From an optimization exercise on the open Yosys and OpenROAD flow, aimed at small area, a short achievable clock period and few clock cycles; shortcuts taken in it are not production practice. At most, simulation tests tie the RTL to the original design; equivalence was not proved.

==> flow/design.v (excerpt) <==
module signed_int_to_decimal_ascii_top #(
  parameter int unsigned VALUE_BITS = sitda_pkg::VALUE_BITS_DEF
) (
  input  logic                         clk_i,
  input  logic                         rst_ni,
  input  logic                         in_valid_i,
  output logic                         in_ready_o,
  input  logic signed [VALUE_BITS-1:0] value_i,
  output logic                         out_valid_o,
  input  logic                         out_ready_i,
  output logic [sitda_pkg::CHAR_W-1:0] char_code_o,
  output logic                         last_char_o
);
==> flow/config.mk <==
export PLATFORM = sky130hd
export DESIGN_NAME = signed_int_to_decimal_ascii_top
export DESIGN_NICKNAME = signed_int_to_decimal_ascii_top
export VERILOG_FILES = /design/flow/design.v
export SDC_FILE = /design/flow/constraint.sdc
export NUM_CORES = 4
export LEC_CHECK = 0
export ABC_AREA = 1
export CAP_MARGIN = 20
export CORE_MARGIN = 2
export CORE_UTILIZATION = 40
export CTS_BUF_LIST = sky130_fd_sc_hd__clkbuf_4 sky130_fd_sc_hd__clkbuf_8
export SETUP_SLACK_MARGIN = 2.0
export SLEW_MARGIN = 20
==> flow/constraint.sdc <==
create_clock -name core_clock -period 4.5 [get_ports {clk_i}]
set_input_delay 0.9000 -clock core_clock [delete_from_list [all_inputs] [get_ports {clk_i}]]
set_output_delay 0.9000 -clock core_clock [all_outputs]
set_load 0.01 [all_outputs]
standard.sh (not shown) runs the stock make flow with config.mk's settings and CLKGATE_MAP_FILE= SYNTH_SCRIPT=/design/flow/synth_recipe.tcl, a recipe that flattens the netlist after the stock synthesis.
==> flow/flow/run.sh <==
#!/bin/bash
# The standard layout, with buf_1 cells as the port buffers instead of the default choice.
# Each step's full output goes to a log file of its own in this folder.
set -euo pipefail
bash standard.sh synth > synth.log 2>&1
bash standard.sh "BUFFER_PORTS_ARGS=-buffer_cell sky130_fd_sc_hd__buf_1" finish > layout.log 2>&1
Change:
--- a/flow/design.v
+++ b/flow/design.v
@@ -66,39 +66,39 @@
   input  logic                         in_valid_i,
   output logic                         in_ready_o,
   input  logic signed [VALUE_BITS-1:0] value_i,
   output logic                         out_valid_o,
   input  logic                         out_ready_i,
   output logic [sitda_pkg::CHAR_W-1:0] char_code_o,
   output logic                         last_char_o
 );
   localparam int unsigned BcdW = sitda_pkg::BCD_W;
   localparam int unsigned PartW = 33;
   typedef struct packed {
     logic [3:0] n;
+    logic       first;
     logic       last;
+    logic       neg;
   } nib_t;
   typedef struct packed {
     logic       minus;
     logic [3:0] dig;
     logic       last;
   } och_t;
   logic            f_act_q;   
   logic [7:0]      fptr_q;    
   logic            h_v_q;     
   nib_t            h_q;
   logic            t_v_q;     
   nib_t            t_q;
-  logic            hfirst_q;  
-  logic            qneg_q;    
   logic            cneg_q;    
   logic            czero_q;   
   logic            esingle_q;  
   logic            elast_q;   
   logic [PartW-1:0] bcd_q;
   logic            ebusy_q;
   logic            efirst_q;  
   logic            enegp_q;   
   logic            einc_q;    
   logic [9:0]      p1h_q;     
   logic [BcdW-1:0] dig_q;
   logic            o0_v_q;    
@@ -121,25 +121,27 @@
       first1h[j] = flag[j] && !(|(flag & (8'hFF << (j+1))));
     end
   end
   assign sel = f_act_q ? fptr_q : first1h;
   always_comb begin
     for (int b = 0; b < 4; b++) begin
       logic [7:0] mb;
       for (int j = 0; j < 8; j++) begin
         mb[j] = u[4*j+b];
       end
       fnib.n[b] = |(mb & sel);
     end
+    fnib.first = !f_act_q;
     fnib.last  = sel[0];
+    fnib.neg   = neg;
   end
   logic [9:0] nz;             
   logic [9:0] nine;           
   logic [9:0] cin;            
   logic [9:0] top1h;          
   logic [9:0] etop1h;         
   logic [9:0] esel;
   logic [3:0] edig;
   logic       ecin;
   logic       take;
   logic       e_last;
   logic       e_free;
@@ -187,105 +189,96 @@
   assign ech.last = e_last;
   logic            finish;
   logic            start_t;
   logic            cons1;
   logic            cons2;
   logic            cons_any;
   logic [3:0]      hnib;
   logic [3:0]      tnib;
   logic [BcdW-1:0] bcd_nx;
   logic [7:0]      hcode;
   logic [7:0]      tcode;
   assign finish   = h_v_q && h_q.last && e_free;
-  assign start_t  = finish && t_v_q;
+  assign start_t  = finish && t_v_q && t_q.first;
   assign cons2    = start_t;
   assign cons1    = h_v_q && (!h_q.last || e_free) && !start_t;
   assign cons_any = h_v_q && (!h_q.last || e_free);
   assign hnib     = h_q.n;
   assign hcode    = sitda_pkg::nib_code(hnib);
   assign tnib     = t_q.n;
   assign tcode    = sitda_pkg::nib_code(tnib);
   assign bcd_nx   = sitda_pkg::dabble4({{(BcdW-PartW){1'b0}}, bcd_q}, hnib);
   logic fetch;
   logic f_is_last;
   assign f_is_last  = f_act_q && fptr_q[0];
   logic ir_q;
   logic f_act_d;
   logic fptr0_d;
   logic t_v_d;
   assign in_ready_o = ir_q;
   assign f_act_d    = fetch ? !f_is_last : f_act_q;
   assign fptr0_d    = fetch ? sel[1] : fptr_q[0];
   assign t_v_d      = cons2 ? 1'b0 :
                       (cons1 || !h_v_q) ? (t_v_q && fetch) : (t_v_q || fetch);
   assign fetch      = in_valid_i && (f_is_last ? !t_v_q : (!t_v_q || cons_any));
   always_ff @(posedge clk_i or negedge rst_ni) begin
     if (!rst_ni) begin
-      f_act_q  <= 1'b0;
-      ir_q     <= 1'b0;
-      hfirst_q <= 1'b1;
+      f_act_q <= 1'b0;
+      ir_q    <= 1'b0;
       h_v_q   <= 1'b0;
       t_v_q   <= 1'b0;
       ebusy_q <= 1'b0;
       o0_v_q  <= 1'b0;
     end else begin
       f_act_q <= f_act_d;
       ir_q    <= f_act_d && fptr0_d && !t_v_d;
       t_v_q   <= t_v_d;
       if (cons2) begin
-        hfirst_q <= 1'b0;
-      end else if (cons1) begin
-        hfirst_q <= h_q.last;
-      end
-      if (cons2) begin
         h_v_q <= fetch;
       end else if (cons1 || !h_v_q) begin
         h_v_q <= t_v_q || fetch;
       end
       if (finish) begin
         ebusy_q <= 1'b1;
       end else if (emit_now && e_last) begin
         ebusy_q <= 1'b0;
       end
       if (take) begin
         o0_v_q <= emit_now;
       end
     end
   end
   always_ff @(posedge clk_i) begin
     if (fetch) begin
       fptr_q <= sel >> 1;
     end
-    if (fetch && !f_act_q) begin
-      qneg_q <= neg;
-    end
     if (cons2) begin
       h_q <= fnib;
     end else if (cons1 || !h_v_q) begin
       h_q <= t_v_q ? t_q : fnib;
       if (t_v_q) begin
         t_q <= fnib;
       end
     end else if (fetch) begin
       t_q <= fnib;
     end
     if (start_t || (h_v_q && !h_q.last)) begin
-      bcd_q <= hfirst_q  ? {{(PartW-8){1'b0}}, hcode} :
+      bcd_q <= h_q.first ? {{(PartW-8){1'b0}}, hcode} :
                h_q.last  ? {{(PartW-8){1'b0}}, tcode} : bcd_nx[PartW-1:0];
     end
     if (start_t) begin
-      cneg_q  <= qneg_q;
+      cneg_q  <= t_q.neg;
       czero_q <= tnib == 4'd0;
-    end else if (h_v_q && hfirst_q) begin
-      cneg_q  <= qneg_q;
+    end else if (h_v_q && h_q.first) begin
+      cneg_q  <= h_q.neg;
       czero_q <= hnib == 4'd0;
     end else if (h_v_q && !h_q.last) begin
       czero_q <= czero_q && (hnib == 4'd0);
     end
     if (finish) begin
       dig_q     <= bcd_nx;
       efirst_q  <= 1'b1;
       enegp_q   <= cneg_q;
       einc_q    <= cneg_q;
       esingle_q <= czero_q && (hnib < (cneg_q ? 4'd9 : 4'd10));
       elast_q   <= !cneg_q && czero_q && (hnib < 4'd10);
     end else if (emit_now) begin
Outcome: Design area is higher by 3.7%. Hold slack loses 0.018 ns. Non-clock buffer count is higher by 14. Routed wire length is higher by about 2%.
Function was not checked in any run of this note: the RTL went through the layout flow alone.

========
The RTL this note starts from:
==> flow/design.v <==
`timescale 1ns / 1ps
package sitda_pkg;
  localparam int unsigned VALUE_BITS_DEF = 32;
  localparam int unsigned CHAR_W         = 8;
  localparam int unsigned BCD_W          = 38;
  function automatic logic [3:0] dig_dbl(input logic [2:0] r, input logic c);
    logic [3:0] o;
    o[3] = ~((~r[2] & ~r[1]) | (~r[0] & ~c));
    o[2] = (r[2] & c) | (r[1] & ~r[0] & ~c);
    o[1] = (~r[2] & r[0] & c) | (~r[1] & r[0] & ~c);
    o[0] = ~((~r[2] & ~r[1] & ~c) | (r[1] & c));
    dig_dbl = o;
  endfunction
  function automatic logic [BCD_W-1:0] bcd_dbl(input logic [BCD_W-1:0] b, input logic c);
    logic [BCD_W-1:0] o;
    logic [3:0]       t;
    o[3:0] = dig_dbl(b[2:0], c);
    for (int i = 1; i < 9; i++) begin
      o[4*i +: 4] = dig_dbl(b[4*i +: 3], b[4*i-1]);
    end
    t = dig_dbl({1'b0, b[37:36]}, b[35]);
    o[37:36] = t[1:0];
    bcd_dbl = o;
  endfunction
  function automatic logic [BCD_W-1:0] dabble4(input logic [BCD_W-1:0] b,
                                               input logic [3:0] n);
    logic [BCD_W-1:0] r;
    r = b;
    for (int s = 3; s >= 0; s--) begin
      r = bcd_dbl(r, n[s]);
    end
    dabble4 = r;
  endfunction
  function automatic logic [7:0] nib_code(input logic [3:0] n);
    logic       hi;
    logic [3:0] m;
    logic       q;
    logic [2:0] r;
    hi = n >= 4'd10;
    m  = hi ? n - 4'd10 : n;
    q  = m >= 4'd5;
    r  = q ? 3'(m - 4'd5) : m[2:0];
    nib_code = {3'b000, hi, q, r == 3'd4, r[1] & ~r[2], (r[0] | r[2])};
  endfunction
  function automatic logic [3:0] dig_bin(input logic [3:0] d);
    logic [3:0] v;
    v = {1'b0, d[2], d[1], d[0] & ~d[2]};
    dig_bin = d[3] ? v + 4'd5 : v;
  endfunction
endpackage
`timescale 1ns / 1ps
module signed_int_to_decimal_ascii_top #(
  parameter int unsigned VALUE_BITS = sitda_pkg::VALUE_BITS_DEF
) (
  input  logic                         clk_i,
  input  logic                         rst_ni,
  input  logic                         in_valid_i,
  output logic                         in_ready_o,
  input  logic signed [VALUE_BITS-1:0] value_i,
  output logic                         out_valid_o,
  input  logic                         out_ready_i,
  output logic [sitda_pkg::CHAR_W-1:0] char_code_o,
  output logic                         last_char_o
);
  localparam int unsigned BcdW = sitda_pkg::BCD_W;
  localparam int unsigned PartW = 33;
  typedef struct packed {
    logic [3:0] n;
    logic       first;
    logic       last;
    logic       neg;
  } nib_t;
  typedef struct packed {
    logic       minus;
    logic [3:0] dig;
    logic       inc;
    logic       last;
  } och_t;
  logic            f_act_q;   
  logic [7:0]      fptr_q;    
  logic            h_v_q;     
  nib_t            h_q;
  logic            t_v_q;     
  nib_t            t_q;
  logic            cneg_q;    
  logic            czero_q;   
  logic            esingle_q;  
  logic            elast_q;   
  logic [PartW-1:0] bcd_q;
  logic            ebusy_q;
  logic            efirst_q;  
  logic            enegp_q;   
  logic            einc_q;    
  logic [9:0]      p1h_q;     
  logic [BcdW-1:0] dig_q;
  logic            o0_v_q;    
  och_t            o0_q;
  logic            o1_v_q;    
  och_t            o1_q;
  logic        neg;
  logic [31:0] u;
  logic [7:0]  flag;          
  logic [7:0]  first1h;       
  logic [7:0]  sel;
  nib_t        fnib;
  assign neg = value_i[VALUE_BITS-1];
  assign u   = value_i ^ {32{neg}};
  always_comb begin
    flag[0] = 1'b0;
    flag[1] = 1'b1;
    for (int j = 2; j < 8; j++) begin
      flag[j] = |u[4*j +: 4];
    end
    for (int j = 0; j < 8; j++) begin
      first1h[j] = flag[j] && !(|(flag & (8'hFF << (j+1))));
    end
  end
  assign sel = f_act_q ? fptr_q : first1h;
  always_comb begin
    for (int b = 0; b < 4; b++) begin
      logic [7:0] mb;
      for (int j = 0; j < 8; j++) begin
        mb[j] = u[4*j+b];
      end
      fnib.n[b] = |(mb & sel);
    end
    fnib.first = !f_act_q;
    fnib.last  = sel[0];
    fnib.neg   = neg;
  end
  logic [9:0] nz;             
  logic [9:0] nine;           
  logic [9:0] cin;            
  logic [9:0] top1h;          
  logic [9:0] etop1h;         
  logic [9:0] esel;
  logic [3:0] edig;
  logic       ecin;
  logic       take;
  logic       e_last;
  logic       e_free;
  logic       emit_now;
  och_t       ech;
  always_comb begin
    for (int d = 0; d < 9; d++) begin
      nz[d]   = |dig_q[4*d +: 4];
      nine[d] = dig_q[4*d +: 4] == 4'b1101;
    end
    nz[9]   = |dig_q[36 +: 2];
    nine[9] = 1'b0;
    for (int d = 1; d < 10; d++) begin
      top1h[d] = nz[d] && !(|(nz & (10'h3FF << (d+1))));
    end
    top1h[0] = !(|nz[9:1]);
    cin[0] = einc_q;
    for (int d = 1; d < 10; d++) begin
      cin[d] = einc_q && (&(nine | (10'h3FF << d)));
    end
    etop1h[0] = top1h[0] && !cin[1];
    for (int d = 1; d < 9; d++) begin
      etop1h[d] = (top1h[d] && !cin[d+1]) || (top1h[d-1] && cin[d]);
    end
    etop1h[9] = top1h[9] || (top1h[8] && cin[9]);
  end
  assign esel = efirst_q ? etop1h : p1h_q;
  always_comb begin
    for (int b = 0; b < 4; b++) begin
      logic [9:0] db;
      for (int d = 0; d < 9; d++) begin
        db[d] = dig_q[4*d+b];
      end
      db[9] = (b < 2) ? dig_q[36+b] : 1'b0;
      edig[b] = |(db & esel);
    end
    ecin = |(cin & esel);
  end
  assign take     = !o1_v_q;
  assign emit_now = ebusy_q && take;
  assign e_last   = elast_q;
  assign e_free   = !ebusy_q || (take && elast_q);
  assign ech.minus = enegp_q;
  assign ech.dig   = edig;
  assign ech.inc   = ecin;
  assign ech.last = e_last;
  logic            finish;
  logic            start_t;
  logic            cons1;
  logic            cons2;
  logic            cons_any;
  logic [3:0]      hnib;
  logic [3:0]      tnib;
  logic [BcdW-1:0] bcd_nx;
  logic [7:0]      hcode;
  logic [7:0]      tcode;
  assign finish   = h_v_q && h_q.last && e_free;
  assign start_t  = finish && t_v_q && t_q.first;
  assign cons2    = start_t;
  assign cons1    = h_v_q && (!h_q.last || e_free) && !start_t;
  assign cons_any = h_v_q && (!h_q.last || e_free);
  assign hnib     = h_q.n;
  assign hcode    = sitda_pkg::nib_code(hnib);
  assign tnib     = t_q.n;
  assign tcode    = sitda_pkg::nib_code(tnib);
  assign bcd_nx   = sitda_pkg::dabble4({{(BcdW-PartW){1'b0}}, bcd_q}, hnib);
  logic fetch;
  logic f_is_last;
  assign f_is_last  = f_act_q && fptr_q[0];
  logic ir_q;
  logic f_act_d;
  logic fptr0_d;
  logic t_v_d;
  assign in_ready_o = ir_q;
  assign f_act_d    = fetch ? !f_is_last : f_act_q;
  assign fptr0_d    = fetch ? sel[1] : fptr_q[0];
  assign t_v_d      = cons2 ? 1'b0 :
                      (cons1 || !h_v_q) ? (t_v_q && fetch) : (t_v_q || fetch);
  assign fetch      = in_valid_i && (f_is_last ? !t_v_q : (!t_v_q || cons_any));
  logic pop;
  assign pop = o0_v_q && out_ready_i;
  always_ff @(posedge clk_i or negedge rst_ni) begin
    if (!rst_ni) begin
      f_act_q <= 1'b0;
      ir_q    <= 1'b0;
      h_v_q   <= 1'b0;
      t_v_q   <= 1'b0;
      ebusy_q <= 1'b0;
      o0_v_q  <= 1'b0;
      o1_v_q  <= 1'b0;
    end else begin
      f_act_q <= f_act_d;
      ir_q    <= f_act_d && fptr0_d && !t_v_d;
      t_v_q   <= t_v_d;
      if (cons2) begin
        h_v_q <= fetch;
      end else if (cons1 || !h_v_q) begin
        h_v_q <= t_v_q || fetch;
      end
      if (finish) begin
        ebusy_q <= 1'b1;
      end else if (emit_now && e_last) begin
        ebusy_q <= 1'b0;
      end
      if (!o0_v_q || pop) begin
        o0_v_q <= o1_v_q || emit_now;
        o1_v_q <= 1'b0;
      end else if (emit_now) begin
        o1_v_q <= 1'b1;
      end
    end
  end
  always_ff @(posedge clk_i) begin
    if (fetch) begin
      fptr_q <= sel >> 1;
    end
    if (cons2) begin
      h_q <= fnib;
    end else if (cons1 || !h_v_q) begin
      h_q <= t_v_q ? t_q : fnib;
      if (t_v_q) begin
        t_q <= fnib;
      end
    end else if (fetch) begin
      t_q <= fnib;
    end
    if (start_t || (h_v_q && !h_q.last)) begin
      bcd_q <= (start_t || h_q.first) ? {{(PartW-8){1'b0}}, start_t ? tcode : hcode}
                                      : bcd_nx[PartW-1:0];
    end
    if (start_t) begin
      cneg_q  <= t_q.neg;
      czero_q <= tnib == 4'd0;
    end else if (h_v_q && h_q.first) begin
      cneg_q  <= h_q.neg;
      czero_q <= hnib == 4'd0;
    end else if (h_v_q && !h_q.last) begin
      czero_q <= czero_q && (hnib == 4'd0);
    end
    if (finish) begin
      dig_q     <= bcd_nx;
      efirst_q  <= 1'b1;
      enegp_q   <= cneg_q;
      einc_q    <= cneg_q;
      esingle_q <= czero_q && (hnib < (cneg_q ? 4'd9 : 4'd10));
      elast_q   <= !cneg_q && czero_q && (hnib < 4'd10);
    end else if (emit_now) begin
      if (enegp_q) begin
        enegp_q <= 1'b0;
        elast_q <= esingle_q;
      end else begin
        efirst_q <= 1'b0;
        p1h_q    <= esel >> 1;
        elast_q  <= esel[1];
      end
    end
    if (!o0_v_q || pop) begin
      o0_q <= o1_v_q ? o1_q : ech;
    end
    if (emit_now) begin
      o1_q <= ech;
    end
  end
  assign out_valid_o = o0_v_q;
  logic [3:0] obin;
  assign obin        = sitda_pkg::dig_bin(o0_q.dig);
  assign char_code_o = o0_q.minus ? 8'h2D :
                       {4'h3, !o0_q.inc ? obin : (obin == 4'd9) ? 4'd0 : obin + 4'd1};
  assign last_char_o = o0_q.last;
endmodule
export LEC_CHECK = 0
export ABC_AREA = 1
export CAP_MARGIN = 20
export CORE_MARGIN = 2
export CORE_UTILIZATION = 40
export SETUP_SLACK_MARGIN = 2.0
export SLEW_MARGIN = 20
create_clock -name core_clock -period 4.5 [get_ports {clk_i}]
run.sh (not shown) runs the stock make flow with config.mk's settings and CLKGATE_MAP_FILE= SYNTH_SCRIPT=/design/flow/synth_recipe.tcl, a recipe that flattens the netlist after the stock synthesis.
Stock flow here: none of the scripts above is used.
Rerun with:
--- a/flow/design.v
+++ b/flow/design.v
@@ -41,8 +41,16 @@
     q  = m >= 4'd5;
     r  = q ? 3'(m - 4'd5) : m[2:0];
     nib_code = {3'b000, hi, q, r == 3'd4, r[1] & ~r[2], (r[0] | r[2])};
   endfunction
+  function automatic logic [3:0] dig_inc(input logic [3:0] d);
+    logic [3:0] o;
+    o[3] = d[3] ^ d[2];
+    o[2] = ~d[2] & d[1] & d[0];
+    o[1] = ~d[2] & (d[1] ^ d[0]);
+    o[0] = ~d[2] & (~d[0] | d[1]);
+    dig_inc = o;
+  endfunction
   function automatic logic [3:0] dig_bin(input logic [3:0] d);
     logic [3:0] v;
     v = {1'b0, d[2], d[1], d[0] & ~d[2]};
     dig_bin = d[3] ? v + 4'd5 : v;
@@ -72,9 +80,8 @@
   } nib_t;
   typedef struct packed {
     logic       minus;
     logic [3:0] dig;
-    logic       inc;
     logic       last;
   } och_t;
   logic            f_act_q;   
   logic [7:0]      fptr_q;    
@@ -178,10 +185,9 @@
   assign emit_now = ebusy_q && take;
   assign e_last   = elast_q;
   assign e_free   = !ebusy_q || (take && elast_q);
   assign ech.minus = enegp_q;
-  assign ech.dig   = edig;
-  assign ech.inc   = ecin;
+  assign ech.dig   = ecin ? sitda_pkg::dig_inc(edig) : edig;
   assign ech.last = e_last;
   logic            finish;
   logic            start_t;
   logic            cons1;
@@ -262,10 +268,10 @@
     end else if (fetch) begin
       t_q <= fnib;
     end
     if (start_t || (h_v_q && !h_q.last)) begin
-      bcd_q <= (start_t || h_q.first) ? {{(PartW-8){1'b0}}, start_t ? tcode : hcode}
-                                      : bcd_nx[PartW-1:0];
+      bcd_q <= h_q.first ? {{(PartW-8){1'b0}}, hcode} :
+               h_q.last  ? {{(PartW-8){1'b0}}, tcode} : bcd_nx[PartW-1:0];
     end
     if (start_t) begin
       cneg_q  <= t_q.neg;
       czero_q <= tnib == 4'd0;
@@ -299,10 +305,7 @@
       o1_q <= ech;
     end
   end
   assign out_valid_o = o0_v_q;
-  logic [3:0] obin;
-  assign obin        = sitda_pkg::dig_bin(o0_q.dig);
-  assign char_code_o = o0_q.minus ? 8'h2D :
-                       {4'h3, !o0_q.inc ? obin : (obin == 4'd9) ? 4'd0 : obin + 4'd1};
+  assign char_code_o = o0_q.minus ? 8'h2D : {4'h3, sitda_pkg::dig_bin(o0_q.dig)};
   assign last_char_o = o0_q.last;
 endmodule
After rerunning: Design area is higher by about 3.3%. Global-route usage hardly moves. Core utilization rises by 1.7 points. Worst hold slack gets worse by 23 ps.
Testbench counts after the change, summed over its fixed seeds: cycles 75,110.
The RTL of the first run of this note was laid out without a check of its function.

-- re-timing with driven ports --
In the flow no input, the clock included, has a driving cell. The finished layouts below were timed again as built, in two steps. Step 1 sets driving cells, clkbuf_16 on the clock port and buf_2 on the other inputs (assumed; they add their load-dependent delay and slew). Step 2 adds t to the input delays and takes it off the output delays; t is the mean of the earliest and latest rising clock arrival at the registers after step 1. Input paths then give back, and output paths get back, about the clock's delay inside the block. Slacks: no drivers / after step 1 / after step 2; pairs: no drivers / after step 1.
run | t, ns | setup slack, ns | worst setup path after step 2 | worst register clock-pin slew, ns | worst slew at a driven data input, ns
the first run of note 1 | 0.480 | 2.011 / 2.011 / 1.669 | input to register | 0.07 / 0.07 | 0.04
the second run of note 1 | 0.483 | 2.037 / 1.996 / 1.616 | input to register | 0.07 / 0.07 | 0.04
the first run of note 2 | 0.459 | 1.438 / 1.392 / 1.728 | input to register | 0.06 / 0.06 | 0.04
the second run of note 2 | 0.462 | 2.078 / 2.043 / 1.609 | input to register | 0.06 / 0.06 | 0.05
After both steps setup and hold are still met in every run listed. For the second run of note 2, which loses most, drivers alone change the setup slack by -0.035 ns; drivers and shift together by -0.469 ns.
